What follows belongs to an exercise in optimizing a design on an open flow for small area, a short achievable clock period and few clock cycles; a production flow would make more cautious choices.
Only simulation tests tie the RTL to the original design; equivalence was not proved.
No activity file was given, so power comes from the tool's default toggle rates.

==> flow/design.v <==
`timescale 1ns / 1ps
package pbts_pkg;
	localparam int SLICE_W = 8;
	localparam int LOCK_W  = 8;
	localparam logic [SLICE_W-1:0] SLICE_RESET = 8'd10;
	localparam logic [LOCK_W-1:0]  LOCK_MAX    = 8'd255;
	localparam logic [2:0] FN_CREATE  = 3'd0;
	localparam logic [2:0] FN_TICK    = 3'd1;
	localparam logic [2:0] FN_DELAY   = 3'd2;
	localparam logic [2:0] FN_SUSPEND = 3'd3;
	localparam logic [2:0] FN_RESUME  = 3'd4;
	localparam logic [2:0] FN_LOCK    = 3'd5;
	localparam logic [2:0] FN_UNLOCK  = 3'd6;
	localparam logic [2:0] FN_NOP     = 3'd7;
	localparam logic [1:0] ST_OK       = 2'd0;
	localparam logic [1:0] ST_LOCKED   = 2'd1;
	localparam logic [1:0] ST_NONE_RDY = 2'd2;
	localparam logic [1:0] ST_NO_SCHED = 2'd3;
endpackage
`timescale 1ns / 1ps
module pbts_cell #(
	parameter int PRIO_BITS  = 5,
	parameter int DELAY_BITS = 16
) (
	input  logic                          clk,
	input  logic                          arst_n,
	input  logic                          cre,       
	input  logic                          sus,       
	input  logic                          res,       
	input  logic                          dly,       
	input  logic                          tick,      
	input  logic                          sl_we,     
	input  logic [PRIO_BITS-1:0]          prio_in,
	input  logic [DELAY_BITS-1:0]         dly_in,
	input  logic [pbts_pkg::SLICE_W-1:0]  sl_in,
	output logic                          created,
	output logic                          delayed,
	output logic                          susp,
	output logic                          ready,     
	output logic                          wake,      
	output logic [PRIO_BITS-1:0]          prio,
	output logic [pbts_pkg::SLICE_W-1:0]  slice,
	output logic                          slice_le1  
);
	logic [DELAY_BITS-1:0] dcnt_q;
	logic                  counting, dz, hi_z, dec;
	logic [DELAY_BITS-1:0] low_z;    
	assign hi_z     = (dcnt_q[DELAY_BITS-1:1] == '0);
	assign counting = created & delayed & ~susp;
	assign ready    = created & ~delayed & ~susp;
	assign wake     = counting & dz;
	assign dec      = tick & counting & ~dz;
	always_comb begin
		low_z[0] = 1'b1;
		for (int k = 1; k < DELAY_BITS; k++) low_z[k] = low_z[k-1] & ~dcnt_q[k-1];
	end
	assign slice_le1 = (slice[pbts_pkg::SLICE_W-1:1] == '0);
	always_ff @(posedge clk or negedge arst_n) begin
		if (!arst_n) created <= 1'b0;
		else if (cre) created <= 1'b1;
	end
	always_ff @(posedge clk) begin
		if (cre)              delayed <= 1'b0;
		else if (dly)         delayed <= 1'b1;
		else if (tick & wake) delayed <= 1'b0;
		if (cre | res)        susp <= 1'b0;
		else if (sus)         susp <= 1'b1;
		if (cre)              prio <= prio_in;
		if (dly) begin
			dcnt_q <= dly_in;
			dz     <= (dly_in == '0);
		end else begin
			dcnt_q <= dcnt_q ^ (low_z & {DELAY_BITS{dec}});
			if (dec) dz <= hi_z;
		end
		if (sl_we)            slice <= sl_in;
	end
endmodule
`timescale 1ns / 1ps
module priority_bitmap_task_scheduler #(
	parameter int NUM_TASKS  = 16,
	parameter int NUM_PRIO   = 32,
	parameter int DELAY_BITS = 16
) (
	input  logic                            clk,
	input  logic                            arst_n,
	input  logic                            req_valid,
	output logic                            req_ready,
	input  logic [2:0]                      req_func,
	input  logic [3:0]                      req_task_id,
	input  logic [4:0]                      req_priority,
	input  logic [15:0]                     req_delay_ticks,
	output logic                            rsp_valid,
	input  logic                            rsp_ready,
	output logic [3:0]                      rsp_next_task,
	output logic                            rsp_switch_request,
	output logic [3:0]                      rsp_current_task,
	output logic [1:0]                      rsp_status,
	input  logic                            cfg_wr_en,
	input  logic [pbts_pkg::SLICE_W-1:0]    cfg_wr_data
);
	localparam int NT = NUM_TASKS;
	localparam int TW = $clog2(NUM_TASKS);
	localparam int PW = $clog2(NUM_PRIO);
	localparam int SW = pbts_pkg::SLICE_W;
	logic                         rsp_valid_q;
	logic [SW-1:0]                slice_len_q;
	logic [pbts_pkg::LOCK_W-1:0]  lock_q;
	logic [TW-1:0]                running_q;     
	logic [NT-1:0]                run1_q;        
	logic                         lk_q;          
	logic [TW-1:0]                nx_q;          
	logic [1:0]                   status_q;
	logic                         sw_q;
	logic [TW-1:0]                pid_q;         
	logic [PW-1:0]                ppr_q;         
	logic                         pcre_q;        
	logic                         ord_q  [NT][NT];
	logic                         same_q [NT][NT];
	logic acc;
	logic f_cre, f_tick, f_dly, f_sus, f_res, f_lock, f_unl;
	assign acc    = req_valid & ~rsp_valid_q;
	assign f_cre  = acc & (req_func == pbts_pkg::FN_CREATE);
	assign f_tick = acc & (req_func == pbts_pkg::FN_TICK);
	assign f_dly  = acc & (req_func == pbts_pkg::FN_DELAY);
	assign f_sus  = acc & (req_func == pbts_pkg::FN_SUSPEND);
	assign f_res  = acc & (req_func == pbts_pkg::FN_RESUME);
	assign f_lock = acc & (req_func == pbts_pkg::FN_LOCK);
	assign f_unl  = acc & (req_func == pbts_pkg::FN_UNLOCK);
	logic [NT-1:0] idh, pidh, created, delayed, susp, rdy, wake;
	logic [NT-1:0] cre, sus, res, dly, sl_we, sle1, enq, cpend;
	logic [PW-1:0] prio [NT];
	logic [SW-1:0] slice [NT];
	logic [SW-1:0] slice_run, slice_next, sl_in;
	logic          reload;
	for (genvar i = 0; i < NT; i++) begin : g_task
		assign idh[i]   = (req_task_id == TW'(i));
		assign pidh[i]  = (pid_q == TW'(i));
		assign cre[i]   = f_cre & idh[i] & ~created[i];
		assign sus[i]   = f_sus & idh[i] & created[i] & ~susp[i];
		assign res[i]   = f_res & idh[i] & created[i] & susp[i];
		assign dly[i]   = f_dly & run1_q[i];
		assign sl_we[i] = cre[i] | (f_tick & run1_q[i]);
		assign enq[i]   = res[i] & ~delayed[i];
		assign cpend[i] = pcre_q & pidh[i];
		pbts_cell #(
			.PRIO_BITS  (PW),
			.DELAY_BITS (DELAY_BITS)
		) u_cell (
			.clk       (clk),
			.arst_n    (arst_n),
			.cre       (cre[i]),
			.sus       (sus[i]),
			.res       (res[i]),
			.dly       (dly[i]),
			.tick      (f_tick),
			.sl_we     (sl_we[i]),
			.prio_in   (req_priority),
			.dly_in    (req_delay_ticks),
			.sl_in     (sl_in),
			.created   (created[i]),
			.delayed   (delayed[i]),
			.susp      (susp[i]),
			.ready     (rdy[i]),
			.wake      (wake[i]),
			.prio      (prio[i]),
			.slice     (slice[i]),
			.slice_le1 (sle1[i])
		);
	end
	always_comb begin
		slice_run = '0;
		for (int i = 0; i < NT; i++) slice_run = slice_run | (slice[i] & {SW{run1_q[i]}});
	end
	assign reload     = |(sle1 & run1_q);
	assign slice_next = reload ? slice_len_q : slice_run - 1'b1;
	assign sl_in      = f_tick ? slice_next : slice_len_q;
	logic [NT-1:0] rdy_t, rdy_m, late, mv;
	logic          rot;
	logic          ord_n [NT][NT];    
	assign rdy_t = rdy | wake;
	assign rdy_m = rdy & ~run1_q;
	assign rot   = reload & |(rdy_t & run1_q);
	always_ff @(posedge clk) begin
		if (acc)                         late <= enq;
		else if (rsp_valid_q & ~rsp_ready) late <= '0;
		else                             late <= run1_q & {NT{rot}};
	end
	assign mv    = late | wake;
	for (genvar i = 0; i < NT; i++) begin : g_on
		for (genvar j = 0; j < NT; j++) begin : g_onj
			if (i < j) begin : g_lo
				assign ord_n[i][j] = same_q[i][j] ?
					((mv[j] & ~late[i]) | (~mv[i] & ord_q[i][j])) : ord_q[i][j];
			end else if (i > j) begin : g_hi
				assign ord_n[i][j] = ~ord_n[j][i];
			end else begin : g_eq
				assign ord_n[i][j] = 1'b1;
			end
		end
	end
	logic [NT-1:0] p_lt, p_eq, c_v, c_s, c_e;
	for (genvar i = 0; i < NT; i++) begin : g_cmp
		logic [PW-1:0] bx, blt;
		always_comb begin
			bx  = ~(ppr_q ^ prio[i]);
			blt = ~ppr_q & prio[i];
			p_lt[i] = 1'b0;
			for (int b = 0; b < PW; b++) p_lt[i] = blt[b] | (bx[b] & p_lt[i]);
		end
		assign p_eq[i] = &bx;
	end
	assign c_v = p_lt & ~cpend;
	assign c_s = p_lt | cpend;
	assign c_e = p_eq | cpend;
	logic ord_we;
	assign ord_we = f_tick | rsp_valid_q;
	for (genvar i = 0; i < NT; i++) begin : g_ord
		for (genvar j = 0; j < NT; j++) begin : g_ordj
			if (i < j) begin : g_lo
				always_ff @(posedge clk) begin
					if (cpend[i] | cpend[j]) begin
						ord_q[i][j]  <= ~c_v[i] & c_s[j];
						same_q[i][j] <= c_e[i] & c_e[j];
					end else if (ord_we) begin
						ord_q[i][j]  <= ord_n[i][j];
					end
				end
			end else begin : g_no
				assign ord_q[i][j]  = 1'b0;
				assign same_q[i][j] = 1'b0;
			end
		end
	end
	logic [NT-1:0] win_t, win_m;
	logic [TW-1:0] id_t, id_m;
	logic          any_t, any_m, sw_t, lk, sus_run;
	always_comb begin
		for (int i = 0; i < NT; i++) begin
			win_t[i] = rdy_t[i];
			win_m[i] = rdy_m[i];
			for (int j = 0; j < NT; j++) begin
				if (j != i) begin
					win_t[i] = win_t[i] & (~rdy_t[j] | ord_n[i][j]);
					win_m[i] = win_m[i] & (~rdy_m[j] | ord_n[i][j]);
				end
			end
		end
		id_t = '0;
		id_m = '0;
		for (int i = 0; i < NT; i++) begin
			id_t = id_t | (TW'(i) & {TW{win_t[i]}});
			id_m = id_m | (TW'(i) & {TW{win_m[i]}});
		end
	end
	assign any_t   = |rdy_t;
	assign any_m   = |rdy_m;
	assign sw_t    = ~|(win_t & run1_q);
	assign lk      = lk_q;
	assign sus_run = |(run1_q & created & ~susp);
	logic sch_m, sch, any, pick;
	assign sch_m = f_dly | (f_sus & sus_run & (req_task_id == running_q));
	assign sch   = f_tick | sch_m;
	assign any   = f_tick ? any_t : any_m;
	assign pick  = sch & ~lk & any;
	always_ff @(posedge clk or negedge arst_n) begin
		if (!arst_n) begin
			slice_len_q <= pbts_pkg::SLICE_RESET;
		end else if (cfg_wr_en) begin
			slice_len_q <= cfg_wr_data;
		end
	end
	always_ff @(posedge clk or negedge arst_n) begin
		if (!arst_n) begin
			rsp_valid_q <= 1'b0;
			lock_q      <= '0;
			lk_q        <= 1'b0;
			running_q   <= '0;
			run1_q      <= '0;
		end else begin
			if (acc) rsp_valid_q <= 1'b1;
			else if (rsp_ready) rsp_valid_q <= 1'b0;
			if (f_lock) begin
				if (lock_q != pbts_pkg::LOCK_MAX) lock_q <= lock_q + 1'b1;
				lk_q <= 1'b1;
			end
			if (f_unl) begin
				if (lock_q != '0) lock_q <= lock_q - 1'b1;
				lk_q <= (lock_q > pbts_pkg::LOCK_W'(1));
			end
			if (pick) begin
				running_q <= f_tick ? id_t : id_m;
				run1_q    <= f_tick ? win_t : win_m;
			end
		end
	end
	always_ff @(posedge clk) begin
		if (acc) begin
			if (!sch)     status_q <= pbts_pkg::ST_NO_SCHED;
			else if (lk)  status_q <= pbts_pkg::ST_LOCKED;
			else if (any) status_q <= pbts_pkg::ST_OK;
			else          status_q <= pbts_pkg::ST_NONE_RDY;
			sw_q  <= pick & (~f_tick | sw_t);
			nx_q  <= ~pick ? '0 : f_tick ? id_t : id_m;
			pid_q <= req_task_id;
			ppr_q <= req_priority;
		end
		pcre_q <= |cre;
	end
	assign req_ready          = ~rsp_valid_q;
	assign rsp_valid          = rsp_valid_q;
	assign rsp_next_task      = nx_q;
	assign rsp_switch_request = sw_q;
	assign rsp_current_task   = running_q;
	assign rsp_status         = status_q;
endmodule
clock: 8.0 ns
lec_check: 0
abc_area: 1
cap_margin: 20
core_margin: 2
core_utilization: 40
setup_slack_margin: 4.8
slew_margin: 20
run.sh (not shown) runs the stock make flow with config.mk's settings and CLKGATE_MAP_FILE= SYNTH_SCRIPT=/design/flow/synth_recipe.tcl, a recipe that flattens the netlist after the stock synthesis.
Testbench counts at the start, summed over its fixed seeds: cycles 16,000.
Edit:
--- a/flow/design.v
+++ b/flow/design.v
@@ -198,20 +198,14 @@
 				assign ord_n[i][j] = 1'b1;
 			end
 		end
 	end
 	logic [NT-1:0] p_lt, p_eq, c_v, c_s, c_e;
 	for (genvar i = 0; i < NT; i++) begin : g_cmp
-		logic [PW-1:0] bx, blt;
-		always_comb begin
-			bx  = ~(ppr_q ^ prio[i]);
-			blt = ~ppr_q & prio[i];
-			p_lt[i] = 1'b0;
-			for (int b = 0; b < PW; b++) p_lt[i] = blt[b] | (bx[b] & p_lt[i]);
-		end
-		assign p_eq[i] = &bx;
+		assign p_lt[i] = (ppr_q < prio[i]);
+		assign p_eq[i] = (ppr_q == prio[i]);
 	end
 	assign c_v = p_lt & ~cpend;
 	assign c_s = p_lt | cpend;
 	assign c_e = p_eq | cpend;
 	logic ord_we;
 	assign ord_we = f_tick | rsp_valid_q;
Result: The changed run finished clean. Wire length goes up by a few percent. Design area goes up slightly. Die area is higher slightly. Power came out lower by a little under a tenth. Clock power increases by a few percent. Worst setup slack is better by 0.038 ns. Non-clock buffer count increases by 5. Sequential share of layout area drops by 0.63 points. Synthesized cell count came out higher slightly. Flip-flop and latch count is unchanged. Register-to-register slack is better by 0.04 ns. Cell count is higher slightly. Core utilization increases by 0.22 points.
Testbench counts after the change, summed over its fixed seeds: cycles 16,000.

-- afterwards: timing with drivers on the ports --
The flow's constraints put no driver on any port. The routed layouts listed below were extracted and timed again, unchanged, in two steps.
Step 1 (the two cells are an assumption about what drives the block):
set clk [get_ports {clk}]
set_driving_cell -lib_cell sky130_fd_sc_hd__clkbuf_16 $clk
set_driving_cell -lib_cell sky130_fd_sc_hd__buf_2 [delete_from_list [all_inputs] $clk]
Step 2, shift: input delay + t, output delay - t, t = (earliest + latest rising clock arrival at the registers) / 2. This alone moves slack from input paths to output paths.
Slacks: ideal / step 1 / step 2; pairs: ideal / step 1.
run	t, ns	slack for setup (ns)	hold WS [ns]	worst slew at a driven data input, ns	pins driven straight from the clock port
the first run	0.771	4.664 / 4.664 / 4.062	0.466 / 0.466 / 0.466	0.12	1
the second run	0.797	4.702 / 4.702 / 4.004	0.470 / 0.470 / 0.470	0.09	1
After both steps every run listed still meets setup and hold. The setup slack of the second run, which loses most, moves by 0.000 ns with the drivers and by -0.698 ns with both steps.
